From an optimization exercise on the open Yosys and OpenROAD flow, aimed at small area and a short achievable clock period; shortcuts taken in it are not production practice. Only simulation tests tie the RTL to the original design; equivalence was not proved.

==> flow/design.v, too long to show whole: its modules and the start of the top module <==
// module mul_pipe_unit: 1091 lines
module mul_pipe_unit #(
   parameter int WIDTH   = 32,
   parameter int LATENCY = 4
) (
   input  logic               clk,
   input  logic               rst,
   input  logic               start,
   input  logic               is_signed,
   input  logic [WIDTH-1:0]   a,
   input  logic [WIDTH-1:0]   b,
   input  logic               flush,
   output logic               busy,
   output logic               done,
   output logic [2*WIDTH-1:0] result,
   output logic [1:0]         dbg_state
);
  // ...
==> flow/run.sh <==
#!/bin/bash
# synth_recipe.tcl (not shown) runs the flow's synth.tcl, then flattens the netlist and writes it again
# the make line also repeats each setting of config.mk as NAME=value (left out here)
make -C /OpenROAD-flow-scripts/flow DESIGN_CONFIG=/design/flow/config.mk WORK_HOME=/design/flow/orfs CLKGATE_MAP_FILE= SYNTH_SCRIPT=/design/flow/synth_recipe.tcl finish
==> flow/config.mk <==
export PLATFORM = sky130hd
export DESIGN_NAME = mul_pipe_unit
export DESIGN_NICKNAME = mul_pipe_unit
export VERILOG_FILES = /design/flow/design.v
export SDC_FILE = /design/flow/constraint.sdc
export NUM_CORES = 4
export LEC_CHECK = 0
export CAP_MARGIN = 20
export CORE_MARGIN = 2
export CORE_UTILIZATION = 40
export SLEW_MARGIN = 20
==> flow/constraint.sdc <==
create_clock -name core_clock -period 11.0 [get_ports {clk}]
set_input_delay 2.2000 -clock core_clock [delete_from_list [all_inputs] [get_ports {clk}]]
set_output_delay 2.2000 -clock core_clock [all_outputs]
set_load 0.01 [all_outputs]
==> impl_metrics.py, run 1 <==
metrics = {
    "drt": {
        "firstDrtPassIters": 6,
        "wl_met2_um": 28500,
        "routed_via_density": 5.91,
        "vias": 19600,
    },
    "global_routing": {
        "overflow": 0,
        "grt_start_max_net_pins": 83,
    },
    "die": {
        "fp-row-count": 82,
        "die_area_sq_mm": 0.0526,
    },
    "worst_hold_path": {
        "hold_depth": 2,
    },
    "placement": {
        "place_ws_ps": 4150,
    },
    "outcome": {
        "run_status": "timing/DRC/antenna clean",
    },
    "yosys": {
        "ys_ff_latch": 171,
        "yosysSeqAreaShare": 0.185,
    },
    "sta": {
        "clock_skew_ps": 18.7,
        "slew_headroom": 0.264,
        "tns_ps": 0,
        "setup_ws_ps": 4110,
    },
    "final_layout": {
        "clock_tree_area_fraction": 0.0258,
        "layout.area.top_class": "multi-input combinational cells",
        "layout-drive-gt1-share": 0.0536,
    },
    "setup_path": {
        "path_buf_inv": 5,
        "path_delay_family": "adder cells",
    },
    "clock_network": {
        "cts_tree": "built",
    },
}
==> run 2: changes to the inputs <==
--- a/flow/design.v
+++ b/flow/design.v
@@ -14,18 +14,21 @@
    output logic [2*WIDTH-1:0] result,
    output logic [1:0]         dbg_state
 );
    logic              busy_r;
    logic              done_r;
    logic [1:0]        ph;
    logic [63:0]       result_r;
    logic [32:0]       a_r;      
-   logic [35:0]       bl;       
+   logic [23:0]       bl;       
    logic              bp;       
+   logic [5:0]        sel_neg, sel_one, sel_two;    
+   logic [5:0]        nx_neg, nx_one, nx_two;       
+   logic [12:0]       nb;       
    logic [32:0]       acc;      
    logic [44:0]       sum;
    logic [44:0]       rx, ry;
    wire s1;
    wire c2;
    wire s3;
    wire c4;
    wire s5;
@@ -415,19 +418,19 @@
    wire s389;
    wire c390;
    wire s391;
    wire c392;
    wire s393;
    wire c394;
    wire s395;
    wire c396;
-   wire neg0 = bl[1];
-   wire one0 = bl[0] ^ bp;
-   wire two0 = (bl[1] & ~bl[0] & ~bp) | (~bl[1] & bl[0] & bp);
+   wire neg0 = sel_neg[0];
+   wire one0 = sel_one[0];
+   wire two0 = sel_two[0];
    wire [33:0] pp0;
    assign pp0[0] = ((one0 & a_r[0]) | (two0 & 1'b0)) ^ neg0;
    assign pp0[1] = ((one0 & a_r[1]) | (two0 & a_r[0])) ^ neg0;
    assign pp0[2] = ((one0 & a_r[2]) | (two0 & a_r[1])) ^ neg0;
    assign pp0[3] = ((one0 & a_r[3]) | (two0 & a_r[2])) ^ neg0;
    assign pp0[4] = ((one0 & a_r[4]) | (two0 & a_r[3])) ^ neg0;
    assign pp0[5] = ((one0 & a_r[5]) | (two0 & a_r[4])) ^ neg0;
    assign pp0[6] = ((one0 & a_r[6]) | (two0 & a_r[5])) ^ neg0;
@@ -453,19 +456,19 @@
    assign pp0[26] = ((one0 & a_r[26]) | (two0 & a_r[25])) ^ neg0;
    assign pp0[27] = ((one0 & a_r[27]) | (two0 & a_r[26])) ^ neg0;
    assign pp0[28] = ((one0 & a_r[28]) | (two0 & a_r[27])) ^ neg0;
    assign pp0[29] = ((one0 & a_r[29]) | (two0 & a_r[28])) ^ neg0;
    assign pp0[30] = ((one0 & a_r[30]) | (two0 & a_r[29])) ^ neg0;
    assign pp0[31] = ((one0 & a_r[31]) | (two0 & a_r[30])) ^ neg0;
    assign pp0[32] = ((one0 & a_r[32]) | (two0 & a_r[31])) ^ neg0;
    assign pp0[33] = ((one0 & a_r[32]) | (two0 & a_r[32])) ^ neg0;
-   wire neg1 = bl[3];
-   wire one1 = bl[2] ^ bl[1];
-   wire two1 = (bl[3] & ~bl[2] & ~bl[1]) | (~bl[3] & bl[2] & bl[1]);
+   wire neg1 = sel_neg[1];
+   wire one1 = sel_one[1];
+   wire two1 = sel_two[1];
    wire [33:0] pp1;
    assign pp1[0] = ((one1 & a_r[0]) | (two1 & 1'b0)) ^ neg1;
    assign pp1[1] = ((one1 & a_r[1]) | (two1 & a_r[0])) ^ neg1;
    assign pp1[2] = ((one1 & a_r[2]) | (two1 & a_r[1])) ^ neg1;
    assign pp1[3] = ((one1 & a_r[3]) | (two1 & a_r[2])) ^ neg1;
    assign pp1[4] = ((one1 & a_r[4]) | (two1 & a_r[3])) ^ neg1;
    assign pp1[5] = ((one1 & a_r[5]) | (two1 & a_r[4])) ^ neg1;
    assign pp1[6] = ((one1 & a_r[6]) | (two1 & a_r[5])) ^ neg1;
@@ -491,19 +494,19 @@
    assign pp1[26] = ((one1 & a_r[26]) | (two1 & a_r[25])) ^ neg1;
    assign pp1[27] = ((one1 & a_r[27]) | (two1 & a_r[26])) ^ neg1;
    assign pp1[28] = ((one1 & a_r[28]) | (two1 & a_r[27])) ^ neg1;
    assign pp1[29] = ((one1 & a_r[29]) | (two1 & a_r[28])) ^ neg1;
    assign pp1[30] = ((one1 & a_r[30]) | (two1 & a_r[29])) ^ neg1;
    assign pp1[31] = ((one1 & a_r[31]) | (two1 & a_r[30])) ^ neg1;
    assign pp1[32] = ((one1 & a_r[32]) | (two1 & a_r[31])) ^ neg1;
    assign pp1[33] = ((one1 & a_r[32]) | (two1 & a_r[32])) ^ neg1;
-   wire neg2 = bl[5];
-   wire one2 = bl[4] ^ bl[3];
-   wire two2 = (bl[5] & ~bl[4] & ~bl[3]) | (~bl[5] & bl[4] & bl[3]);
+   wire neg2 = sel_neg[2];
+   wire one2 = sel_one[2];
+   wire two2 = sel_two[2];
    wire [33:0] pp2;
    assign pp2[0] = ((one2 & a_r[0]) | (two2 & 1'b0)) ^ neg2;
    assign pp2[1] = ((one2 & a_r[1]) | (two2 & a_r[0])) ^ neg2;
    assign pp2[2] = ((one2 & a_r[2]) | (two2 & a_r[1])) ^ neg2;
    assign pp2[3] = ((one2 & a_r[3]) | (two2 & a_r[2])) ^ neg2;
    assign pp2[4] = ((one2 & a_r[4]) | (two2 & a_r[3])) ^ neg2;
    assign pp2[5] = ((one2 & a_r[5]) | (two2 & a_r[4])) ^ neg2;
    assign pp2[6] = ((one2 & a_r[6]) | (two2 & a_r[5])) ^ neg2;
@@ -529,19 +532,19 @@
    assign pp2[26] = ((one2 & a_r[26]) | (two2 & a_r[25])) ^ neg2;
    assign pp2[27] = ((one2 & a_r[27]) | (two2 & a_r[26])) ^ neg2;
    assign pp2[28] = ((one2 & a_r[28]) | (two2 & a_r[27])) ^ neg2;
    assign pp2[29] = ((one2 & a_r[29]) | (two2 & a_r[28])) ^ neg2;
    assign pp2[30] = ((one2 & a_r[30]) | (two2 & a_r[29])) ^ neg2;
    assign pp2[31] = ((one2 & a_r[31]) | (two2 & a_r[30])) ^ neg2;
    assign pp2[32] = ((one2 & a_r[32]) | (two2 & a_r[31])) ^ neg2;
    assign pp2[33] = ((one2 & a_r[32]) | (two2 & a_r[32])) ^ neg2;
-   wire neg3 = bl[7];
-   wire one3 = bl[6] ^ bl[5];
-   wire two3 = (bl[7] & ~bl[6] & ~bl[5]) | (~bl[7] & bl[6] & bl[5]);
+   wire neg3 = sel_neg[3];
+   wire one3 = sel_one[3];
+   wire two3 = sel_two[3];
    wire [33:0] pp3;
    assign pp3[0] = ((one3 & a_r[0]) | (two3 & 1'b0)) ^ neg3;
    assign pp3[1] = ((one3 & a_r[1]) | (two3 & a_r[0])) ^ neg3;
    assign pp3[2] = ((one3 & a_r[2]) | (two3 & a_r[1])) ^ neg3;
    assign pp3[3] = ((one3 & a_r[3]) | (two3 & a_r[2])) ^ neg3;
    assign pp3[4] = ((one3 & a_r[4]) | (two3 & a_r[3])) ^ neg3;
    assign pp3[5] = ((one3 & a_r[5]) | (two3 & a_r[4])) ^ neg3;
    assign pp3[6] = ((one3 & a_r[6]) | (two3 & a_r[5])) ^ neg3;
@@ -567,19 +570,19 @@
    assign pp3[26] = ((one3 & a_r[26]) | (two3 & a_r[25])) ^ neg3;
    assign pp3[27] = ((one3 & a_r[27]) | (two3 & a_r[26])) ^ neg3;
    assign pp3[28] = ((one3 & a_r[28]) | (two3 & a_r[27])) ^ neg3;
    assign pp3[29] = ((one3 & a_r[29]) | (two3 & a_r[28])) ^ neg3;
    assign pp3[30] = ((one3 & a_r[30]) | (two3 & a_r[29])) ^ neg3;
    assign pp3[31] = ((one3 & a_r[31]) | (two3 & a_r[30])) ^ neg3;
    assign pp3[32] = ((one3 & a_r[32]) | (two3 & a_r[31])) ^ neg3;
    assign pp3[33] = ((one3 & a_r[32]) | (two3 & a_r[32])) ^ neg3;
-   wire neg4 = bl[9];
-   wire one4 = bl[8] ^ bl[7];
-   wire two4 = (bl[9] & ~bl[8] & ~bl[7]) | (~bl[9] & bl[8] & bl[7]);
+   wire neg4 = sel_neg[4];
+   wire one4 = sel_one[4];
+   wire two4 = sel_two[4];
    wire [33:0] pp4;
    assign pp4[0] = ((one4 & a_r[0]) | (two4 & 1'b0)) ^ neg4;
    assign pp4[1] = ((one4 & a_r[1]) | (two4 & a_r[0])) ^ neg4;
    assign pp4[2] = ((one4 & a_r[2]) | (two4 & a_r[1])) ^ neg4;
    assign pp4[3] = ((one4 & a_r[3]) | (two4 & a_r[2])) ^ neg4;
    assign pp4[4] = ((one4 & a_r[4]) | (two4 & a_r[3])) ^ neg4;
    assign pp4[5] = ((one4 & a_r[5]) | (two4 & a_r[4])) ^ neg4;
    assign pp4[6] = ((one4 & a_r[6]) | (two4 & a_r[5])) ^ neg4;
@@ -605,19 +608,19 @@
    assign pp4[26] = ((one4 & a_r[26]) | (two4 & a_r[25])) ^ neg4;
    assign pp4[27] = ((one4 & a_r[27]) | (two4 & a_r[26])) ^ neg4;
    assign pp4[28] = ((one4 & a_r[28]) | (two4 & a_r[27])) ^ neg4;
    assign pp4[29] = ((one4 & a_r[29]) | (two4 & a_r[28])) ^ neg4;
    assign pp4[30] = ((one4 & a_r[30]) | (two4 & a_r[29])) ^ neg4;
    assign pp4[31] = ((one4 & a_r[31]) | (two4 & a_r[30])) ^ neg4;
    assign pp4[32] = ((one4 & a_r[32]) | (two4 & a_r[31])) ^ neg4;
    assign pp4[33] = ((one4 & a_r[32]) | (two4 & a_r[32])) ^ neg4;
-   wire neg5 = bl[11];
-   wire one5 = bl[10] ^ bl[9];
-   wire two5 = (bl[11] & ~bl[10] & ~bl[9]) | (~bl[11] & bl[10] & bl[9]);
+   wire neg5 = sel_neg[5];
+   wire one5 = sel_one[5];
+   wire two5 = sel_two[5];
    wire [33:0] pp5;
    assign pp5[0] = ((one5 & a_r[0]) | (two5 & 1'b0)) ^ neg5;
    assign pp5[1] = ((one5 & a_r[1]) | (two5 & a_r[0])) ^ neg5;
    assign pp5[2] = ((one5 & a_r[2]) | (two5 & a_r[1])) ^ neg5;
    assign pp5[3] = ((one5 & a_r[3]) | (two5 & a_r[2])) ^ neg5;
    assign pp5[4] = ((one5 & a_r[4]) | (two5 & a_r[3])) ^ neg5;
    assign pp5[5] = ((one5 & a_r[5]) | (two5 & a_r[4])) ^ neg5;
    assign pp5[6] = ((one5 & a_r[6]) | (two5 & a_r[5])) ^ neg5;
@@ -1042,16 +1045,24 @@
    assign c392 = (pp5[30] & c308) | (pp5[30] & s309) | (c308 & s309);
    assign s393 = ~pp4[33] ^ pp5[31] ^ c310;
    assign c394 = (~pp4[33] & pp5[31]) | (~pp4[33] & c310) | (pp5[31] & c310);
    assign s395 = 1'b1 ^ pp5[32];
    assign c396 = 1'b1 & pp5[32];
    assign rx  = {1'b1, c396, c394, c392, c390, c388, c386, c384, c382, c380, c378, c376, c374, c372, c370, c368, c366, c364, c362, c360, c358, c356, c354, c352, c350, c348, c346, c344, c342, c340, c338, c336, c334, c332, c330, c328, c326, c324, c322, c320, c318, c316, c314, c312, s311};
    assign ry  = {1'b0, ~pp5[33], s395, s393, s391, s389, s387, s385, s383, s381, s379, s377, s375, s373, s371, s369, s367, s365, s363, s361, s359, s357, s355, s353, s351, s349, s347, s345, s343, s341, s339, s337, s335, s333, s331, s329, s327, s325, s323, s321, s319, s317, s315, s313, pp0[0]};
    assign sum = rx + ry;
+   assign nb = busy_r ? {bl[11:0], bp} : {b[11:0], 1'b0};
+   always_comb begin
+      for (int i = 0; i < 6; i++) begin
+         nx_neg[i] = nb[2*i+2];
+         nx_one[i] = nb[2*i+1] ^ nb[2*i];
+         nx_two[i] = (nb[2*i+2] & ~nb[2*i+1] & ~nb[2*i]) | (~nb[2*i+2] & nb[2*i+1] & nb[2*i]);
+      end
+   end
    always_ff @(posedge clk) begin
       if (!rst) begin
          busy_r   <= 1'b0;
          done_r   <= 1'b0;
          ph       <= 2'd0;
          result_r <= '0;
       end else begin
          done_r <= 1'b0;
@@ -1060,32 +1071,35 @@
                busy_r <= 1'b1;
                ph     <= 2'd0;
             end
          end else if (flush) begin
             busy_r <= 1'b0;
          end else if (ph == 2'd2) begin
             busy_r   <= 1'b0;
             done_r   <= 1'b1;
-            result_r <= {sum[39:0], bl[35:12]};
+            result_r <= {sum[39:0], bl};
          end else begin
             ph <= ph + 2'd1;
          end
       end
    end
    always_ff @(posedge clk) begin
       if (!busy_r) begin
          a_r <= {is_signed & a[31], a};
-         bl  <= {{4{is_signed & b[31]}}, b};
-         bp  <= 1'b0;
+         bl  <= {{4{is_signed & b[31]}}, b[31:12]};
+         bp  <= b[11];
          acc <= '0;
       end else begin
          a_r <= a_r;
-         bl  <= {sum[11:0], bl[35:12]};
+         bl  <= {sum[11:0], bl[23:12]};
          bp  <= bl[11];
          acc <= sum[44:12];
       end
+      sel_neg <= nx_neg;
+      sel_one <= nx_one;
+      sel_two <= nx_two;
    end
    assign busy      = busy_r;
    assign done      = done_r;
    assign result    = result_r;
    assign dbg_state = {1'b0, busy_r};
 endmodule
==> flow/flow/run.sh (new file) <==
#!/bin/bash
# Standard layout, with repair_timing aiming for extra setup slack beyond the clock period.
set -euo pipefail
bash standard.sh SETUP_SLACK_MARGIN=6.5 finish > flow_make.log 2>&1
==> flow/standard.sh (new file) <==
#!/bin/bash
# synth_recipe.tcl (not shown) runs the flow's synth.tcl, then flattens the netlist and writes it again
# the make line also repeats each setting of config.mk as NAME=value (left out here)
make -C /OpenROAD-flow-scripts/flow DESIGN_CONFIG=/design/flow/config.mk WORK_HOME=/design/flow/orfs CLKGATE_MAP_FILE= SYNTH_SCRIPT=/design/flow/synth_recipe.tcl "${@:-finish}"
removed: flow/run.sh
==> run 2 against run 1 <==
Worst hold slack improved by 3.7 ps. Synthesized cell count down 31%. Global-route usage grew 0.89 points. Critical path type unchanged. Still clean. First-iteration DRC count is 38% lower. Clock-buffer cell count is 2 lower. Die area is 18% lower. Final cell count is 20% lower.
==> impl_metrics.py, run 2 <==
metrics = {
    "yosys": {
        "ys_types": 70,
        "synth_compound_area_frac": 0.174,
        "synth_simple_gate_area_frac": 0.0827,
        "yosysWarnings": 1,
        "synth_edf_count": 33,
        "yosysMostFrequentCell": "inv_1",
        "synthXorXnorAreaFrac": 0.130,
        "syn-cell-area_sq_mm": 0.0166,
        "synth_top_family_by_area": "adder cells",
        "synth_top_area_share": 0.193,
        "muxShareOfSynthArea": 0.0207,
        "synth_area_leaders": "fa_1 19%, dfxtp_1 17%, a22oi_1 8.7%",
        "synthCells": 1897,
        "yosys-top-cells-count": "328 x inv_1, 192 x a22oi_1, 167 x nand2_1",
        "yosysSeqAreaShare": 0.232,
        "ys_ff_latch": 176,
        "syn_avg_cell_area_sq_um": 8.76,
        "ys_async_sr_fraction": 0,
        "synth_fa_ha_area_frac": 0.253,
        "post-synth-top-area-cell": "fa_1",
        "syn_nets": 2206,
        "ys.flop_type": "dfxtp_1",
    },
    "setup_path": {
        "path_buf_inv": 3,
        "reg2reg_slack_ps": 5790,
        "path_delay_family": "adder cells",
        "rr_worst_depth": 19,
        "worst-path-stages": 19,
        "cpMaxStageDelayCell": "edfxtp_1",
        "worstPathArrival_ps": 5610,
        "required_ps": 11390,
        "slowest_delay_ps": 530,
        "worst-setup-path-type": "reg -> reg",
        "crit_start": "a_r[11]",
        "critPathMaxFanout": 4,
        "critPathLaunchType": "flip-flop",
        "crit_chain": "buf_6 > a22oi_2 > xnor2_2 > fa_2 > fa_2 > fa_1 > inv_2 > fa_1 > inv_2 > ha_4 > nand2_4 > nor2_4 > o211ai_1 > o2bb2ai_4 > a32oi_2 > a41oi_2 > o21a_1 > o21ai_2 > mux2i_1",
        "rr_startpoint": "a_r[11]",
        "crit_path_end_kind": "flip-flop",
    },
    "worst_hold_path": {
        "hold_path.class": "reg -> reg",
        "worstHoldStart": "result_r[43]",
        "hold_depth": 2,
    },
    "sta": {
        "tns_ps": 0,
        "slew_violations": 0,
        "clock_skew_ps": 28.0,
        "worst_pin_slew_ps": 919,
        "max_freq_mhz": 192,
        "hold_violations": 0,
        "slew_headroom": 0.388,
        "setup_viol": 0,
        "rsz0062_at_grt": "yes",
        "fin_crit_ps": 5210,
        "final.period_utilization": 0.474,
    },
    "clock_network": {
        "cts_made_buffers": 17,
        "clockBufferDepth": 2,
        "h-tree-depth": 4,
        "cts.sinks": 176,
        "hold_buffers": 0,
        "cts.clk_slew.worst_paths_ps": 80,
        "clk_latency_ps": 480,
        "cts_tree": "built",
        "cts_root_buffer": "clkbuf_16",
    },
    "placement": {
        "dpl_cell_area_sq_mm": 0.0186,
        "placed_cells": 2443,
        "dp_hpwl_um": 37200,
        "port_buffers": 135,
        "gp_congestion": 0.919,
    },
    "drt": {
        "ant_nets": 0,
        "drt_iter0_drc": 1276,
        "firstDrtPassIters": 5,
        "vias": 14700,
        "wl_um": 59300,
        "wire_per_inst_um": 22.4,
        "routed_via_density": 5.56,
        "drc": 0,
    },
    "die": {
        "die_area_sq_mm": 0.0432,
        "die_height_um": 208,
        "fp-row-count": 74,
        "initial_utilization": 0.406,
        "ioPinCount": 137,
        "fp.dieW_um": 208,
        "core_sq_mm": 0.0409,
    },
    "final_layout": {
        "largest_reg_flops": 64,
        "stdcell_count": 2649,
        "regMostFlops": "result_r",
        "layout-drive-gt1-share": 0.263,
        "mostFrequentLayoutCell": "inv_1",
        "most-common-layout-cells": "280 x inv_1, 158 x a22oi_1, 155 x nand2_1",
        "final_area_sq_mm": 0.0225,
        "area.growth.synth_to_final_pct": 35.3,
        "nets": 2412,
        "nFillCells": 3602,
        "top_regs": "result_r: 64 flops, a_r: 33 flops, acc: 33 flops",
    },
    "global_routing": {
        "grt_pass1_vias": 15600,
        "grt_start_max_net_pins": 71,
        "grt_pass1_wl_um": 90800,
        "antenna_found_initial": 1,
        "overflow": 0,
        "grtUsageTotal": 0.273,
    },
    "outcome": {
        "run_status": "timing/DRC/antenna clean",
    },
    "job": {
        "maxCapViolCount": 0,
    },
}
run 2: final cells by class:
type | instances | area [sq um] | area share
inverter | 330 | 1240 | 0.0553
antenna | 1 | 2.50 | 0.000111
clock inverter | 15 | 208 | 0.00924
tap | 532 | 666 | 0.0296
sequential | 176 | 3890 | 0.173
timing repair buffer | 329 | 3400 | 0.151
multi-input combinational | 1249 | 12700 | 0.563
clock buffer | 17 | 425 | 0.0189
run 2: metal layers:
metal | share of wire | global-route usage | vias up
li1 | - | - | 6571
met5 | 0.00022 | 0 | -
met3 | 0.084 | 0.0666 | 143
met4 | 0.047 | 0.122 | 2
met1 | 0.41 | 0.345 | 7362
met2 | 0.46 | 0.442 | 652
run 2: cells by family (layout without fill, tap and decap cells):
family	after synthesis	in the layout
and+or+nand+nor	304	304
buffers and inverters	472	691
DFF	176	176
other	1	2
xor gates and xnor gates	247	247
muxes	32	32
AOI/OAI and AO/OA	425	425
adders and majority gates	240	240
run 2: worst register-to-register path, cell delays in order, from the launching register on:
cell	delay (ps)
edfxtp_1	530
buf_6	180
a22oi_2	190
xnor2_2	160
fa_2	470
fa_2	370
fa_1	500
inv_2	40
fa_1	520
inv_2	50
ha_4	290
nand2_4	60
nor2_4	100
o211ai_1	280
o2bb2ai_4	240
a32oi_2	280
a41oi_2	220
o21a_1	280
o21ai_2	160
mux2i_1	210
run 2: path summary, 6_finish.rpt:
kind | to
hold / removal | result_r[43]
setup reg to reg | acc[30]
setup / recovery | acc[30]
hold reg to reg | result_r[43]
run 2: through the flow:
stage | hold slack, ps | utilization | setup slack (ps)
6_report | 453 | 0.549 | 5790
5_1_grt | 476 | 0.549 | 5680
4_1_cts | 457 | 0.523 | 6000
3_5_place_dp | 449 | 0.455 | 5300
3_3_place_gp | 442 | 0.455 | 5370
2_1_floorplan | 428 | - | 6310
run 2: timing repair:
action | 4_1_cts | 5_1_grt
cloned | 3 | 0
buffers inserted | 119 | 51
endpoints found under the setup margin | 67 | 65
gates resized for setup | 224 | 143
pin swaps | 119 | 134
==> run 3: changes to the inputs <==
==> flow/run.sh (new file) <==
#!/bin/bash
# synth_recipe.tcl (not shown) runs the flow's synth.tcl, then flattens the netlist and writes it again
# the make line also repeats each setting of config.mk as NAME=value (left out here)
make -C /OpenROAD-flow-scripts/flow DESIGN_CONFIG=/design/flow/config.mk WORK_HOME=/design/flow/orfs CLKGATE_MAP_FILE= SYNTH_SCRIPT=/design/flow/synth_recipe.tcl finish
removed: flow/flow/run.sh
removed: flow/standard.sh
==> run 3 against run 2 <==
Design area decreased by 16%. Critical path depth is 1 higher. Synthesized cell count is the same. Non-clock buffer count fell by 171. Setup slack worse by 590 ps. Worst hold slack improved by 3.5 ps. Global-route usage is 2.3 points lower.
==> impl_metrics.py, run 3 <==
metrics = {
    "die": {
        "ioPinCount": 137,
        "initial_utilization": 0.406,
        "die_area_sq_mm": 0.0432,
        "die_height_um": 208,
        "core_sq_mm": 0.0409,
        "fp.dieW_um": 208,
        "fp-row-count": 74,
    },
    "clock_network": {
        "cts.clk_slew.worst_paths_ps": 80,
        "cts_made_buffers": 17,
        "clockBufferDepth": 2,
        "cts_setup_buffers": 0,
        "clk_latency_ps": 480,
        "hold_buffers": 0,
        "cts.sinks": 176,
        "h-tree-depth": 4,
        "ctsResizeCount": 0,
        "cts_root_buffer": "clkbuf_16",
        "cts_tree": "built",
    },
    "drt": {
        "wire_per_inst_um": 21.3,
        "firstDrtPassIters": 5,
        "routed_via_density": 5.49,
        "wl_um": 52800,
        "vias": 13600,
        "drt_iter0_drc": 1055,
        "ant_nets": 0,
        "drc": 0,
    },
    "yosys": {
        "yosysWarnings": 1,
        "yosysSeqAreaShare": 0.232,
        "yosysMostFrequentCell": "inv_1",
        "syn-cell-area_sq_mm": 0.0166,
        "muxShareOfSynthArea": 0.0207,
        "post-synth-top-area-cell": "fa_1",
        "syn_nets": 2206,
        "synth_fa_ha_area_frac": 0.253,
        "synth_compound_area_frac": 0.174,
        "ys_types": 70,
        "synth_area_leaders": "fa_1 19%, dfxtp_1 17%, a22oi_1 8.7%",
        "ys_ff_latch": 176,
        "synthXorXnorAreaFrac": 0.130,
        "ys_async_sr_fraction": 0,
        "synth_edf_count": 33,
        "synth_top_family_by_area": "adder cells",
        "yosys-top-cells-count": "328 x inv_1, 192 x a22oi_1, 167 x nand2_1",
        "syn_avg_cell_area_sq_um": 8.76,
        "ys.flop_type": "dfxtp_1",
        "synth_simple_gate_area_frac": 0.0827,
        "synth_top_area_share": 0.193,
        "synthCells": 1897,
    },
    "global_routing": {
        "grt_pass1_wl_um": 82800,
        "grt_start_max_net_pins": 71,
        "antenna_found_initial": 0,
        "overflow": 0,
        "grtUsageTotal": 0.250,
        "grt_pass1_vias": 14000,
    },
    "sta": {
        "clock_skew_ps": 13.7,
        "slew_violations": 0,
        "rsz0062_at_grt": "no",
        "tns_ps": 0,
        "hold_violations": 0,
        "fin_crit_ps": 5800,
        "setup_viol": 0,
        "slew_headroom": 0.377,
        "final.period_utilization": 0.528,
        "max_freq_mhz": 172,
        "worst_pin_slew_ps": 934,
    },
    "setup_path": {
        "worstPathArrival_ps": 6160,
        "critPathMaxFanout": 20,
        "required_ps": 11360,
        "reg2reg_slack_ps": 5200,
        "crit_chain": "buf_4 > xnor2_1 > fa_1 > inv_1 > fa_1 > inv_1 > fa_1 > inv_1 > fa_1 > inv_1 > ha_1 > a21oi_4 > nand2_1 > a21boi_0 > o211ai_1 > a21o_1 > a21o_2 > a21oi_2 > nor3_1 > or3b_1",
        "path_delay_family": "adder cells",
        "reg2reg_to": "result_r[63]",
        "rr_worst_depth": 20,
        "cpMaxStageDelayCell": "dfxtp_2",
        "worst-setup-path-type": "reg -> reg",
        "path_buf_inv": 5,
        "critPathLaunchType": "flip-flop",
        "crit_path_end_kind": "flip-flop",
        "rr_startpoint": "sel_neg[0]",
        "slowest_delay_ps": 720,
    },
    "placement": {
        "placed_cells": 2445,
        "dp_hpwl_um": 37100,
        "port_buffers": 135,
        "gp_congestion": 0.956,
        "dpl_cell_area_sq_mm": 0.0183,
    },
    "final_layout": {
        "final_util": 0.463,
        "final_area_sq_mm": 0.0189,
        "area.growth.synth_to_final_pct": 13.9,
        "top_regs": "result_r: 64 flops, a_r: 33 flops, acc: 33 flops",
        "most-common-layout-cells": "328 x inv_1, 192 x a22oi_1, 167 x nand2_1",
        "largest_reg_flops": 64,
        "nFillCells": 4026,
        "layout-drive-gt1-share": 0.0530,
        "num_antenna_cells": 0,
        "regMostFlops": "result_r",
        "mostFrequentLayoutCell": "inv_1",
        "stdcell_count": 2477,
        "nets": 2241,
    },
    "worst_hold_path": {
        "worstHoldStart": "result_r[51]",
        "hold_path.class": "reg -> reg",
        "hold_depth": 2,
        "min_to": "result_r[51]",
    },
    "job": {
        "maxCapViolCount": 0,
    },
    "outcome": {
        "run_status": "timing/DRC/antenna clean",
    },
}
run 3: worst max-delay path by stage:
stage,start,endpoint,slack (ps),depth (start not counted)
after global routing,sel_neg[0],result_r[63],4870,20
after detailed placement,sel_neg[0],result_r[63],5260,20
after floorplan,sel_neg[1],result_r[60],5770,21
final,sel_neg[0],result_r[63],5200,20
after global placement,sel_neg[0],result_r[63],5300,20
after CTS,sel_neg[0],result_r[63],5240,20
run 3: worst reg2reg max path, delay by kind of cell (launching register included):
kind	cells	cell delay [ps]
compound gates	6	1350
xor+xnor	1	150
fa+ha+maj	5	2080
buf+inv	5	790
flops	1	720
simple gates	3	580
run 3: layer usage:
| metal | global-route usage | part of all wire | up-vias |
|---|---|---|---|
| li1 | - | - | 6216 |
| met1 | 0.334 | 0.43 | 6672 |
| met5 | 0 | 0 | - |
| met3 | 0.0576 | 0.082 | 111 |
| met2 | 0.384 | 0.45 | 594 |
| met4 | 0.118 | 0.042 | 0 |
run 3: logic make-up after synthesis:
| kind of cell | count (synthesis) |
|---|---|
| xor gates and xnor gates | 247 |
| and+or+nand+nor | 304 |
| other | 1 |
| DFF | 176 |
| adders and majority gates | 240 |
| muxes | 32 |
| AOI/OAI and AO/OA | 425 |
| buffers and inverters | 472 |
run 3: per-stage QoR:
stage               hold slack, ps  setup slack, ps
finish                         457             5200
global route                   469             4870
floorplan                      428             5770
detailed placement             444             5260
global placement               441             5300
CTS                            457             5240
run 3: area by class of cell:
cell class / instances / area (sq um) / area share
Clock buffer: 19 / 443 / 0.0234
Sequential cell: 176 / 3860 / 0.204
Tap cell: 532 / 666 / 0.0352
Clock inverter: 13 / 214 / 0.0113
Timing Repair Buffer: 158 / 1520 / 0.0805
Inverter: 330 / 1240 / 0.0654
Multi-Input combinational cell: 1249 / 11000 / 0.580
==> run 4: changes to the inputs <==
--- a/flow/config.mk
+++ b/flow/config.mk
@@ -5,7 +5,9 @@
 export SDC_FILE = /design/flow/constraint.sdc
 export NUM_CORES = 4
 export LEC_CHECK = 0
+export ABC_AREA = 1
 export CAP_MARGIN = 20
 export CORE_MARGIN = 2
 export CORE_UTILIZATION = 40
+export SETUP_SLACK_MARGIN = 5
 export SLEW_MARGIN = 20
==> run 4 against run 3 <==
Final cell count grew 20%. Critical path depth grew 2. First-iteration DRC count grew 14%. Setup slack gained 140 ps. Die area grew 5.5%. Largest cell class unchanged.
==> impl_metrics.py, run 4 <==
metrics = {
    "setup_path": {
        "required_ps": 11330,
        "crit_path_end_kind": "flip-flop",
        "critPathMaxFanout": 32,
        "crit_path_frequent_cell": "inv_1",
        "path_delay_family": "adder cells",
        "worst-setup-path-type": "reg -> reg",
        "worst-path-stages": 22,
        "worstPathArrival_ps": 6000,
        "crit_chain": "inv_1 > o22ai_1 > xor2_1 > fa_1 > inv_1 > fa_1 > inv_1 > fa_1 > inv_1 > fa_1 > inv_1 > ha_1 > nand2_1 > nor2_1 > inv_1 > o21bai_1 > inv_1 > nand2_2 > nand2_2 > nand2_1 > nand2_1 > a21oi_1",
        "critPathLaunchType": "flip-flop",
        "path_buf_inv": 7,
        "slowest_delay_ps": 790,
        "rr_worst_depth": 22,
        "cpMaxStageDelayCell": "inv_1",
    },
    "yosys": {
        "synth_edf_count": 33,
        "ys_ff_latch": 176,
        "post-synth-top-area-cell": "fa_1",
        "ys_types": 39,
        "yosysMostFrequentCell": "inv_1",
        "ys_async_sr_fraction": 0,
        "synth_area_leaders": "fa_1 18%, dfxtp_1 16%, inv_1 12%",
        "yosysWarnings": 1,
        "yosysSeqAreaShare": 0.219,
        "syn_avg_cell_area_sq_um": 7.53,
        "syn_nets": 2640,
        "synth_top_area_share": 0.182,
        "ys.flop_type": "dfxtp_1",
        "synthCells": 2331,
        "syn-cell-area_sq_mm": 0.0176,
        "yosys-top-cells-count": "548 x inv_1, 368 x nand2_1, 218 x xor2_1",
    },
    "final_layout": {
        "nets": 2692,
        "regMostFlops": "result_r",
        "area.growth.synth_to_final_pct": 13.3,
        "top_regs": "result_r: 64 flops, a_r: 33 flops, acc: 33 flops",
        "final_util": 0.461,
        "layout-drive-gt1-share": 0.0396,
        "nFillCells": 4435,
        "most-common-layout-cells": "548 x inv_1, 368 x nand2_1, 218 x xor2_1",
        "final_area_sq_mm": 0.0199,
        "mostFrequentLayoutCell": "inv_1",
        "largest_reg_flops": 64,
    },
    "drt": {
        "drt_iter0_drc": 1200,
        "ant_nets": 0,
        "firstDrtPassIters": 5,
        "vias": 15300,
        "wl_um": 59500,
        "drc": 0,
        "wire_per_inst_um": 20.0,
        "routed_via_density": 5.13,
    },
    "clock_network": {
        "cts_root_buffer": "clkbuf_16",
        "clk_latency_ps": 510,
        "cts_made_buffers": 17,
        "cts_setup_buffers": 0,
        "h-tree-depth": 4,
        "clockBufferDepth": 2,
        "cts.sinks": 176,
        "cts.clk_slew.worst_paths_ps": 90,
        "hold_buffers": 0,
        "cts_tree": "built",
        "ctsResizeCount": 0,
    },
    "placement": {
        "gp_congestion": 0.934,
        "dpl_cell_area_sq_mm": 0.0193,
        "place_ws_ps": 5450,
        "port_buffers": 135,
        "dp_hpwl_um": 45000,
    },
    "global_routing": {
        "antenna_found_initial": 1,
        "grt_pass1_vias": 15700,
        "grt_pass1_wl_um": 92300,
        "overflow": 0,
        "grt_start_max_net_pins": 74,
        "grtUsageTotal": 0.273,
    },
    "sta": {
        "hold_violations": 0,
        "slew_violations": 0,
        "slew_headroom": 0.264,
        "fin_crit_ps": 5670,
        "final.period_utilization": 0.515,
        "worst_pin_slew_ps": 1100,
        "rsz0062_at_grt": "no",
        "setup_ws_ps": 5330,
        "max_freq_mhz": 177,
        "clock_skew_ps": 26.3,
        "tns_ps": 0,
        "setup_viol": 0,
    },
    "job": {
        "maxCapViolCount": 0,
    },
    "die": {
        "core_sq_mm": 0.0432,
        "fp.dieW_um": 214,
        "initial_utilization": 0.407,
        "ioPinCount": 137,
        "fp-row-count": 76,
        "die_area_sq_mm": 0.0456,
        "die_height_um": 214,
    },
    "outcome": {
        "run_status": "timing/DRC/antenna clean",
    },
    "worst_hold_path": {
        "hold_depth": 2,
        "hold_path.class": "reg -> reg",
    },
}
==> run 4: layout make-up <==
type	instances	area [sq um]	area share
Antenna cell	1	2.50	0.000126
Clock buffer	17	425	0.0214
Clock inverter	15	214	0.0108
Inverter	559	2100	0.106
Multi-Input combinational cell	1477	11100	0.557
Sequential cell	176	3860	0.194
Tap cell	585	732	0.0368
Timing Repair Buffer	152	1480	0.0742
==> run 4: kinds of logic after synthesis <==
group / after synthesis / synth area share
adders and majority gates: 240 / 0.239
other: 1 / 0.000214
DFF: 176 / 0.219
buffers and inverters: 678 / 0.149
xor gates and xnor gates: 227 / 0.113
muxes: 6 / 0.00342
and+or+nand+nor: 628 / 0.147
AOI/OAI and AO/OA: 375 / 0.129
==> run 4: worst reg2reg max path: cells and delay by family (launching register included) <==
family	cells	cell delay (ps)
compound gates	3	980
xor+xnor	1	300
fa+ha+maj	5	2020
buf+inv	7	1190
flops	1	320
simple gates	6	680
==> run 4: stage by stage <==
stage,hold slack [ps],instances
2_1_floorplan,422,2331
3_3_place_gp,440,2949
3_5_place_dp,436,2949
4_1_cts,451,2981
5_1_grt,484,2981
6_report,449,2982
==> run 4: routing by layer <==
metal | GRT usage | part of all wire | wire length [um]
met5 | 0 | 0 | 0
met4 | 0.108 | 0.033 | 1990
met3 | 0.0658 | 0.089 | 5300
met2 | 0.424 | 0.44 | 26300
met1 | 0.366 | 0.44 | 26000
==> run 4: final timing paths <==
kind	from	to	slack, ps
worst max-delay path	sel_two[0]	acc[13]	5330
worst min-delay path	bl[23]	bl[11]	450
worst max register to register	sel_two[0]	acc[13]	5330
worst min register to register	bl[23]	bl[11]	450
==> run 5: changes to the inputs <==
==> flow/flow/run.sh (new file) <==
#!/bin/bash
# Own layout flow: the standard flow, with two changes.
#  1. After the standard synthesis, flow/faflip.py re-chooses the polarity of each full-adder cell
#     (FA(~a,~b,~c) = ~FA(a,b,c)) so that most of the inverters Yosys's extract_fa leaves between
#     adders go away. Registers and all other cells are untouched.
#  2. Ports are buffered with sky130_fd_sc_hd__buf_1 instead of the flow's default pick.
# Each step's output goes to a log file of its own here; ORFS's own logs are under orfs/logs.
set -euo pipefail
R=orfs/results/sky130hd/mul_pipe_unit/base
bash standard.sh synth > log_synth.txt 2>&1
python3 flow/faflip.py $R/1_2_yosys.v $R/1_2_yosys.faflip.v > log_faflip.txt 2>&1
cp $R/1_2_yosys.v $R/1_2_yosys.orig.v
mv $R/1_2_yosys.faflip.v $R/1_2_yosys.v
rm -f $R/1_synth.odb
touch $R/1_2_yosys.v
bash standard.sh "BUFFER_PORTS_ARGS=-buffer_cell sky130_fd_sc_hd__buf_1" finish > log_finish.txt 2>&1
==> flow/flow/faflip.py (new file) <==
#!/usr/bin/env python3
"""Re-choose the polarity of full-adder cells in a Yosys netlist to drop inverters.

A full adder with all three inputs inverted gives both outputs inverted:
FA(~a,~b,~c) = (~sum, ~cout). Yosys's extract_fa often picks the inverted form, which leaves an
inv_1 between most pairs of adders. This pass looks through inv_1 cells, picks for each fa cell
whether to flip it so that the fewest inverters remain, and writes the netlist back with one
inverter per signal that some pin still needs in the other polarity. Flip-flops, ports and all
other cells are left as they are.

usage: faflip.py IN.v OUT.v
"""
import re
import sys

INV = "sky130_fd_sc_hd__inv_1"
FA_PREFIX = "sky130_fd_sc_hd__fa_"
OUT_PINS = {"X", "Y", "Q", "Q_N", "SUM", "COUT", "HI", "LO"}

src = open(sys.argv[1]).read()
m = re.search(r"^(module\s.*?;\n)(.*?)^endmodule", src, re.S | re.M)
head, body = m.group(1), m.group(2)
pre, post = src[: m.start()], src[m.end():]

# split body into declarations, cells and assigns
cell_re = re.compile(r"^\s*(sky130_fd_sc_hd__\w+)\s+(\S+)\s*\((.*?)\);\s*$", re.S | re.M)
decl_lines = []
cells = []
assigns = []
pos = 0
for cm in cell_re.finditer(body):
    chunk = body[pos:cm.start()]
    for ln in chunk.splitlines():
        if ln.strip().startswith("assign"):
            assigns.append(ln)
        elif ln.strip():
            decl_lines.append(ln)
    pins = [(p, s.strip()) for p, s in re.findall(r"\.(\w+)\(([^()]*)\)", cm.group(3))]
    cells.append([cm.group(1), cm.group(2), pins])
    pos = cm.end()
for ln in body[pos:].splitlines():
    if ln.strip().startswith("assign"):
        assigns.append(ln)
    elif ln.strip():
        decl_lines.append(ln)

ports = set()
for ln in head.split("(", 1)[1].split(")")[0].split(","):
    ports.add(ln.strip())


def base_name(net):
    n = net.strip()
    if n.startswith("\\"):
        n = n.split()[0]
    return re.sub(r"\[\d+\]$", "", n.lstrip("\\"))


assign_nets = set()
for a in assigns:
    for tok in re.findall(r"\\\S+|[A-Za-z_][\w$]*(?:\s*\[\d+\])?", a):
        assign_nets.add(base_name(tok))

fixed_net = lambda n: base_name(n) in ports or base_name(n) in assign_nets

# inverters we may absorb: inv_1 whose output is an internal net
inv_of = {}     # output net -> input net
inv_cells = set()
for i, (t, n, pins) in enumerate(cells):
    if t == INV:
        d = dict(pins)
        if not fixed_net(d["Y"]):
            inv_of[d["Y"]] = d["A"]
            inv_cells.add(i)


def resolve(net):
    """(base net, polarity) of a net, looking through absorbable inverters."""
    q = 0
    seen = 0
    while net in inv_of and seen < 8:
        net = inv_of[net]
        q ^= 1
        seen += 1
    return net, q


# drivers of base nets
driver = {}
for i, (t, n, pins) in enumerate(cells):
    if i in inv_cells:
        continue
    for p, s in pins:
        if p in OUT_PINS:
            driver[s] = (i, p)

fa_idx = [i for i, c in enumerate(cells) if c[0].startswith(FA_PREFIX)]
# an fa may flip only if none of its output nets is a port or used by an assign
can_flip = {}
for i in fa_idx:
    d = dict(cells[i][2])
    can_flip[i] = not any(fixed_net(d[p]) for p in ("SUM", "COUT") if p in d)

flip = {i: 0 for i in fa_idx}

# consumer pins: (cell index, pin, base, q0)
uses = {}
for i, (t, n, pins) in enumerate(cells):
    if i in inv_cells:
        continue
    for p, s in pins:
        if p in OUT_PINS:
            continue
        b, q = resolve(s)
        uses.setdefault(b, []).append((i, p, q))
# nets used by assigns or ports (outputs) need their own polarity
for b in list(inv_of.keys()):
    pass


def phys_pol(b):
    dv = driver.get(b)
    if dv and dv[0] in flip:
        return flip[dv[0]]
    return 0


def need(b):
    """(needs true copy, needs inverted copy) relative to the physical net of b."""
    pp = phys_pol(b)
    t = f = False
    for (i, p, q) in uses.get(b, []):
        want = q ^ (flip[i] if i in flip else 0)
        if want == pp:
            t = True
        else:
            f = True
    return t, f


def cost_of(b):
    t, f = need(b)
    return 1 if f else 0


def local_nets(i):
    d = dict(cells[i][2])
    nets = set()
    for p in ("A", "B", "CIN"):
        nets.add(resolve(d[p])[0])
    for p in ("SUM", "COUT"):
        if p in d:
            nets.add(d[p])
    return nets


total0 = sum(cost_of(b) for b in set(uses))
improved = True
rounds = 0
while improved and rounds < 20:
    improved = False
    rounds += 1
    for i in fa_idx:
        if not can_flip[i]:
            continue
        nets = local_nets(i)
        before = sum(cost_of(b) for b in nets)
        flip[i] ^= 1
        after = sum(cost_of(b) for b in nets)
        if after < before:
            improved = True
        else:
            flip[i] ^= 1
total1 = sum(cost_of(b) for b in set(uses))
sys.stderr.write(f"faflip: {len(inv_cells)} absorbable inverters, signals needing an inverter "
                 f"{total0} -> {total1}, flipped {sum(flip.values())} of {len(fa_idx)} adders\n")

# rebuild
new_decl = []
counter = [0]


def fresh(prefix):
    counter[0] += 1
    name = f"_faflip_{prefix}{counter[0]}_"
    new_decl.append(f"  wire {name};")
    return name


inv_net = {}   # base -> net carrying the complement of its physical net
phys_net = {}  # base -> physical net name (renamed when the driver flips)
for b in set(uses) | set(driver):
    phys_net[b] = b
for i in fa_idx:
    if flip[i]:
        d = dict(cells[i][2])
        for p in ("SUM", "COUT"):
            if p in d:
                phys_net[d[p]] = fresh("p")

new_cells = []
for b in sorted(set(uses)):
    t, f = need(b)
    if f:
        nm = fresh("n")
        inv_net[b] = nm
        new_cells.append((INV, f"_faflip_inv{counter[0]}_", [("A", phys_net[b]), ("Y", nm)]))

out_cells = []
for i, (t, n, pins) in enumerate(cells):
    if i in inv_cells:
        continue
    newpins = []
    for p, s in pins:
        if p in OUT_PINS:
            newpins.append((p, phys_net.get(s, s)))
            continue
        b, q = resolve(s)
        want = q ^ (flip[i] if i in flip else 0)
        if want == phys_pol(b):
            newpins.append((p, phys_net[b]))
        else:
            newpins.append((p, inv_net[b]))
    out_cells.append((t, n, newpins))
out_cells.extend(new_cells)

# a flipped adder's old output net may still be a consumer-free name: if some pin wanted the
# true value of a flipped signal it now reads the inverter, so the old name is simply unused.
lines = [head]
lines.extend(decl_lines)
lines.extend(new_decl)
for t, n, pins in out_cells:
    pl = ",\n".join(f"    .{p}({s}{' ' if s.startswith(chr(92)) else ''})" for p, s in pins)
    lines.append(f"  {t} {n} (\n{pl}\n  );")
lines.extend(assigns)
open(sys.argv[2], "w").write(pre + "\n".join(lines) + "\nendmodule" + post)
==> flow/standard.sh (new file) <==
#!/bin/bash
# synth_recipe.tcl (not shown) runs the flow's synth.tcl, then flattens the netlist and writes it again
# the make line also repeats each setting of config.mk as NAME=value (left out here)
make -C /OpenROAD-flow-scripts/flow DESIGN_CONFIG=/design/flow/config.mk WORK_HOME=/design/flow/orfs CLKGATE_MAP_FILE= SYNTH_SCRIPT=/design/flow/synth_recipe.tcl "${@:-finish}"
==> flow/config.mk (replaced) <==
export PLATFORM = sky130hd
export DESIGN_NAME = mul_pipe_unit
export DESIGN_NICKNAME = mul_pipe_unit
export VERILOG_FILES = /design/flow/design.v
export SDC_FILE = /design/flow/constraint.sdc
export NUM_CORES = 4
export LEC_CHECK = 0
export CAP_MARGIN = 20
export CORE_MARGIN = 2
export CORE_UTILIZATION = 55
export SLEW_MARGIN = 20
removed: flow/run.sh
==> run 5 against run 4 <==
Maximum frequency decreased by 9.4%. Die area decreased by 34%. Design area decreased by 15%. Largest cell class unchanged. Worst hold slack improved by 5.2 ps. Still clean on timing, DRC and antenna. Clock-buffer cell count increased by 2. Flip-flop and latch count unchanged. First-iteration DRC count decreased by 11%. Register-to-register slack got worse by 590 ps.
==> impl_metrics.py, run 5 <==
metrics = {
    "placement": {
        "placed_cells": 2058,
        "gp_congestion": 0.902,
        "port_buffers": 135,
        "place_ws_ps": 5030,
        "dp_hpwl_um": 34500,
    },
    "die": {
        "die_area_sq_mm": 0.0300,
        "core_sq_mm": 0.0280,
        "fp-row-count": 61,
        "fp.dieW_um": 173,
        "die_height_um": 173,
        "ioPinCount": 137,
        "initial_utilization": 0.562,
    },
    "global_routing": {
        "antenna_found_initial": 4,
        "overflow": 0,
        "grt_start_max_net_pins": 71,
        "grt_pass1_wl_um": 75000,
        "grtUsageTotal": 0.325,
        "grt_pass1_vias": 12900,
    },
    "setup_path": {
        "critPathMaxFanout": 18,
        "worstPathArrival_ps": 6630,
        "crit_path_frequent_cell": "fa_1",
        "cpMaxStageDelayCell": "dfxtp_1",
        "crit_path_end_kind": "flip-flop",
        "crit_chain": "buf_4 > a22oi_1 > xnor2_1 > ha_1 > fa_1 > fa_1 > fa_1 > ha_1 > a21o_1 > o21bai_1 > or2_2 > a311oi_2 > a21oi_2 > a21o_2 > xor2_1 > nand2_1 > a21oi_1",
        "critPathLaunchType": "flip-flop",
        "required_ps": 11380,
        "path_delay_family": "adder cells",
        "path_buf_inv": 1,
        "worst-setup-path-type": "reg -> reg",
        "slowest_delay_ps": 1060,
    },
    "drt": {
        "ant_nets": 0,
        "wire_per_inst_um": 23.1,
        "wl_met1_um": 20500,
        "wl_met2_um": 22100,
        "vias": 12700,
        "drt_iter0_drc": 1074,
        "routed_via_density": 6.09,
        "firstDrtPassIters": 7,
        "wl_met3_um": 4390,
        "highest-signal-layer": "met5",
        "wl_um": 48300,
        "drc": 0,
    },
    "sta": {
        "rsz0062_at_grt": "no",
        "final.period_utilization": 0.568,
        "max_freq_mhz": 160,
        "slew_headroom": 0.254,
        "tns_ps": 0,
        "fin_crit_ps": 6250,
        "slew_violations": 0,
        "setup_viol": 0,
        "hold_violations": 0,
        "clock_skew_ps": 17.1,
        "setup_ws_ps": 4750,
        "worst_pin_slew_ps": 1120,
    },
    "clock_network": {
        "h-tree-depth": 4,
        "cts.clk_slew.worst_paths_ps": 80,
        "cts.sinks": 176,
        "ctsResizeCount": 0,
        "cts_tree": "built",
        "cts_made_buffers": 17,
        "cts_setup_buffers": 0,
        "hold_buffers": 0,
        "clockBufferDepth": 2,
        "cts_root_buffer": "clkbuf_16",
        "clk_latency_ps": 460,
    },
    "final_layout": {
        "layout-drive-gt1-share": 0.0596,
        "top_regs": "result_r: 64 flops, a_r: 33 flops, acc: 33 flops",
        "largest_reg_flops": 64,
        "regMostFlops": "result_r",
        "most-common-layout-cells": "192 x a22oi_1, 167 x nand2_1, 162 x xnor2_1",
        "stdcell_count": 2091,
        "multi_input_area_sq_mm": 0.0110,
        "regArea_sq_mm": 0.00387,
        "nets": 2008,
        "mostFrequentLayoutCell": "a22oi_1",
        "nFillCells": 2546,
        "area.growth.synth_to_final_pct": 7.36,
    },
    "yosys": {
        "synthCells": 1665,
        "syn_nets": 1974,
        "syn_avg_cell_area_sq_um": 9.46,
        "syn-cell-area_sq_mm": 0.0157,
        "yosysWarnings": 1,
    },
    "worst_hold_path": {
        "hold_path.class": "reg -> reg",
    },
    "job": {
        "maxCapViolCount": 0,
    },
    "outcome": {
        "run_status": "timing/DRC/antenna clean",
    },
}
==> run 5: cell type report <==
cell class                 count  area share
antenna                        3    0.000444
sequential                   176       0.229
inverter                      98      0.0218
clock buffer                  19      0.0256
multi-input combinational   1249       0.650
tap                          378      0.0280
clock inverter                11     0.00622
timing repair buffer         157      0.0397
==> run 5: routing by layer <==
layer,track usage,vias up
met1,0.439,6299
li1,-,5747
met3,0.0836,92
met4,0.106,2
met5,0,-
met2,0.513,602
==> run 5: worst reg2reg max path: cells and delay by family (launching register included) <==
| family | cells | cell delay (ps) |
|---|---|---|
| adder cells (fa/ha/maj) | 5 | 2250 |
| AO/OA/AOI/OAI | 7 | 1430 |
| flip-flops | 1 | 1060 |
| XOR/XNOR | 2 | 520 |
| AND/OR/NAND/NOR | 2 | 470 |
| buffers and inverters | 1 | 450 |
==> run 5: per-stage QoR <==
step | utilization | hold slack [ps] | cell area, sq um
6_report | 0.604 | 454 | 16900
5_1_grt | 0.603 | 474 | 16900
4_1_cts | 0.603 | 456 | 16900
3_5_place_dp | 0.584 | 446 | 16400
3_3_place_gp | 0.584 | 440 | 16400
2_1_floorplan | - | 428 | 15700
==> run 5: worst paths after layout <==
| path | startpoint | to | slack (ps) | depth (start not counted) |
|---|---|---|---|---|
| worst max-delay path | sel_one[2] | result_r[56] | 4750 | 17 |
| worst min-delay path | result_r[17] | result_r[17] | 450 | 2 |
| worst max register to register | sel_one[2] | result_r[56] | 4750 | 17 |
| worst min register to register | result_r[17] | result_r[17] | 450 | 2 |
==> run 6: changes to the inputs <==
--- a/flow/flow/run.sh
+++ b/flow/flow/run.sh
@@ -4,6 +4,7 @@
 #     (FA(~a,~b,~c) = ~FA(a,b,c)) so that most of the inverters Yosys's extract_fa leaves between
 #     adders go away. Registers and all other cells are untouched.
 #  2. Ports are buffered with sky130_fd_sc_hd__buf_1 instead of the flow's default pick.
+#  3. repair_timing aims 5.8 ns beyond the clock period on the worst path only (no TNS repair).
 # Each step's output goes to a log file of its own here; ORFS's own logs are under orfs/logs.
 set -euo pipefail
 R=orfs/results/sky130hd/mul_pipe_unit/base
@@ -13,4 +14,4 @@
 mv $R/1_2_yosys.faflip.v $R/1_2_yosys.v
 rm -f $R/1_synth.odb
 touch $R/1_2_yosys.v
-bash standard.sh "BUFFER_PORTS_ARGS=-buffer_cell sky130_fd_sc_hd__buf_1" finish > log_finish.txt 2>&1
+bash standard.sh "BUFFER_PORTS_ARGS=-buffer_cell sky130_fd_sc_hd__buf_1" SETUP_SLACK_MARGIN=5.8 TNS_END_PERCENT=0 finish > log_finish.txt 2>&1
==> run 6 against run 5 <==
Global-route usage increased by 1.5 points. Still clean on timing, DRC and antenna. Clock skew decreased by 3.7 ps. Worst hold slack improved by 1.0 ps. Synthesized area unchanged. Critical endpoint is now acc[32]. First-iteration DRC count increased by 35%. Final cell count increased by 4.1%. Non-clock buffer count increased by 84. Highest routed layer is now met4. Utilization increased by 4.8 points. Critical path type unchanged.
==> impl_metrics.py, run 6 <==
metrics = {
    "outcome": {
        "run_status": "timing/DRC/antenna clean",
    },
    "placement": {
        "place_ws_ps": 5140,
        "port_buffers": 135,
        "dp_hpwl_um": 34500,
        "gp_congestion": 0.899,
    },
    "die": {
        "fp.dieW_um": 173,
        "fp-row-count": 61,
        "core_sq_mm": 0.0280,
        "initial_utilization": 0.562,
        "die_height_um": 173,
        "die_area_sq_mm": 0.0300,
        "ioPinCount": 137,
    },
    "drt": {
        "routed_via_density": 6.13,
        "vias": 13300,
        "wl_um": 52100,
        "wire_per_inst_um": 24.0,
        "highest-signal-layer": "met4",
        "ant_nets": 0,
        "wl_met2_um": 23600,
        "wl_met3_um": 5200,
        "wl_met1_um": 21700,
        "drc": 0,
        "drt_iter0_drc": 1455,
        "firstDrtPassIters": 8,
    },
    "final_layout": {
        "largest_reg_flops": 64,
        "top_regs": "result_r: 64 flops, a_r: 33 flops, acc: 33 flops",
        "most-common-layout-cells": "177 x a22oi_1, 167 x nand2_1, 157 x xnor2_1",
        "mostFrequentLayoutCell": "a22oi_1",
        "nFillCells": 2420,
        "regMostFlops": "result_r",
        "area.growth.synth_to_final_pct": 16.0,
        "nets": 2092,
        "layout-drive-gt1-share": 0.146,
    },
    "clock_network": {
        "cts_tree": "built",
        "cts.clk_slew.worst_paths_ps": 80,
        "cts_made_buffers": 17,
        "clockBufferDepth": 2,
        "h-tree-depth": 4,
        "hold_buffers": 0,
        "cts.sinks": 176,
        "clk_latency_ps": 450,
        "cts_root_buffer": "clkbuf_16",
    },
    "sta": {
        "max_freq_mhz": 194,
        "fin_crit_ps": 5150,
        "setup_ws_ps": 5850,
        "setup_viol": 0,
        "slew_headroom": 0.389,
        "worst_pin_slew_ps": 916,
        "tns_ps": 0,
        "clock_skew_ps": 13.5,
        "rsz0062_at_grt": "yes",
        "final.period_utilization": 0.468,
        "slew_violations": 0,
        "hold_violations": 0,
    },
    "worst_hold_path": {
        "worstHoldStart": "result_r[20]",
        "hold_path.class": "reg -> reg",
    },
    "setup_path": {
        "crit_path_frequent_cell": "fa_1",
        "crit_chain": "buf_12 > a22oi_2 > xnor2_1 > fa_1 > fa_1 > fa_1 > fa_1 > ha_2 > a21o_1 > o21bai_1 > or2_2 > a311oi_4 > a21oi_4 > a21o_2 > a31oi_2 > o21ai_0 > a21oi_1",
        "crit_path_end_kind": "flip-flop",
        "crit_start": "sel_one[1]",
        "reg2reg_slack_ps": 5850,
        "required_ps": 11380,
        "reg2reg_to": "acc[32]",
        "crit_end": "acc[32]",
        "critPathLaunchType": "flip-flop",
        "critPathMaxFanout": 17,
        "worst-setup-path-type": "reg -> reg",
        "worstPathArrival_ps": 5530,
        "rr_startpoint": "sel_one[1]",
        "cpMaxStageDelayCell": "fa_1",
        "rr_worst_depth": 17,
        "slowest_delay_ps": 590,
    },
    "global_routing": {
        "grt_pass1_vias": 13100,
        "grt_pass1_wl_um": 77700,
        "grt_start_max_net_pins": 69,
        "overflow": 0,
        "grtUsageTotal": 0.340,
        "antenna_found_initial": 1,
    },
    "yosys": {
        "yosysWarnings": 1,
        "syn_nets": 1974,
        "synthCells": 1665,
        "syn_avg_cell_area_sq_um": 9.46,
        "syn-cell-area_sq_mm": 0.0157,
    },
    "job": {
        "maxCapViolCount": 0,
    },
}
run 6: changes by cell type in the layout (fill, tap and decap cells not counted), sizes merged:
cell | previous run | this run
buf | 157 | 235
diode | 3 | 2
clkinv | 5 | 9
bufbuf | 0 | 2
inv | 104 | 102
clkinvlp | 0 | 1
bufinv | 0 | 1
clkbuf | 19 | 21
run 6: stage by stage:
step | std cells | utilization | area [sq um] | hold WS [ps]
6_report | 2176 | 0.652 | 18300 | 455
5_1_grt | 2174 | 0.652 | 18300 | 470
4_1_cts | 2122 | 0.622 | 17400 | 455
3_5_place_dp | 2056 | 0.584 | 16300 | 446
3_3_place_gp | 2056 | 0.584 | 16300 | 440
2_1_floorplan | 1665 | - | 15800 | 428
run 6: final cells by class:
| type | instances | area (sq um) | area share |
|---|---|---|---|
| multi-input cells | 1249 | 11400 | 0.622 |
| clock inverters | 15 | 215 | 0.0118 |
| diodes | 2 | 5.00 | 0.000274 |
| clock buffers | 17 | 425 | 0.0233 |
| inverters | 98 | 372 | 0.0203 |
| flip-flops and latches | 176 | 3910 | 0.214 |
| repair buffers | 241 | 1500 | 0.0824 |
| well taps | 378 | 473 | 0.0259 |
run 6: timing repair:
item | in CTS | in global routing
setup endpoints to repair | 45 | 42
gates resized for setup | 39 | 93
cloned | 2 | 3
setup buffers | 32 | 49
pin swaps | 0 | 34
run 6: critical path: cells and delay by family (launching register included):
kind	cells	cell delay, ps
and+or+nand+nor	1	360
buffers and inverters	1	200
DFF	1	390
AOI/OAI and AO/OA	9	1580
adders and majority gates	5	2360
xor gates and xnor gates	1	160
run 6: worst min path at each step:
stage	end	slack, ps	cells after the start
2_1_floorplan	result_r[12]	430	2
3_3_place_gp	result_r[3]	440	2
3_5_place_dp	result_r[11]	450	2
4_1_cts	result_r[7]	460	2
5_1_grt	result_r[47]	470	2
6_report	result_r[20]	450	2
run 6: layer usage:
metal	track usage	vias up
li1	-	5923
met1	0.468	6628
met2	0.516	693
met3	0.0961	99
met4	0.121	0
met5	0	-

==> separate check: timing with driven ports <==
The results above use ideal ports. As a check the final layouts listed here were re-extracted and re-timed, cells and wires unchanged.
Step 1, drivers: a clkbuf_16 drives clk and a buf_2 each remaining input, both assumed.
Step 2 moves the port delays by t, midway between the first and last clock arrival at a register: inputs arrive t later, outputs are due t later. That takes back most of the time a late clock gives input paths.
a / b / c = no drivers / after step 1 / after step 2; a / b = the first two.
run | t, ns | slack for setup (ns) | latest minus earliest clock arrival (ns)
run 1 | 0.547 | 4.106 / 4.106 / 4.106 | 0.019 / 0.018
run 2 | 0.523 | 5.786 / 5.786 / 5.786 | 0.028 / 0.028
run 3 | 0.527 | 5.197 / 5.197 / 5.197 | 0.014 / 0.014
run 4 | 0.551 | 5.335 / 5.335 / 5.335 | 0.029 / 0.030
run 5 | 0.502 | 4.749 / 4.749 / 4.749 | 0.017 / 0.017
run 6 | 0.500 | 5.851 / 5.851 / 5.851 | 0.014 / 0.014
After both steps every run listed still meets setup and hold.
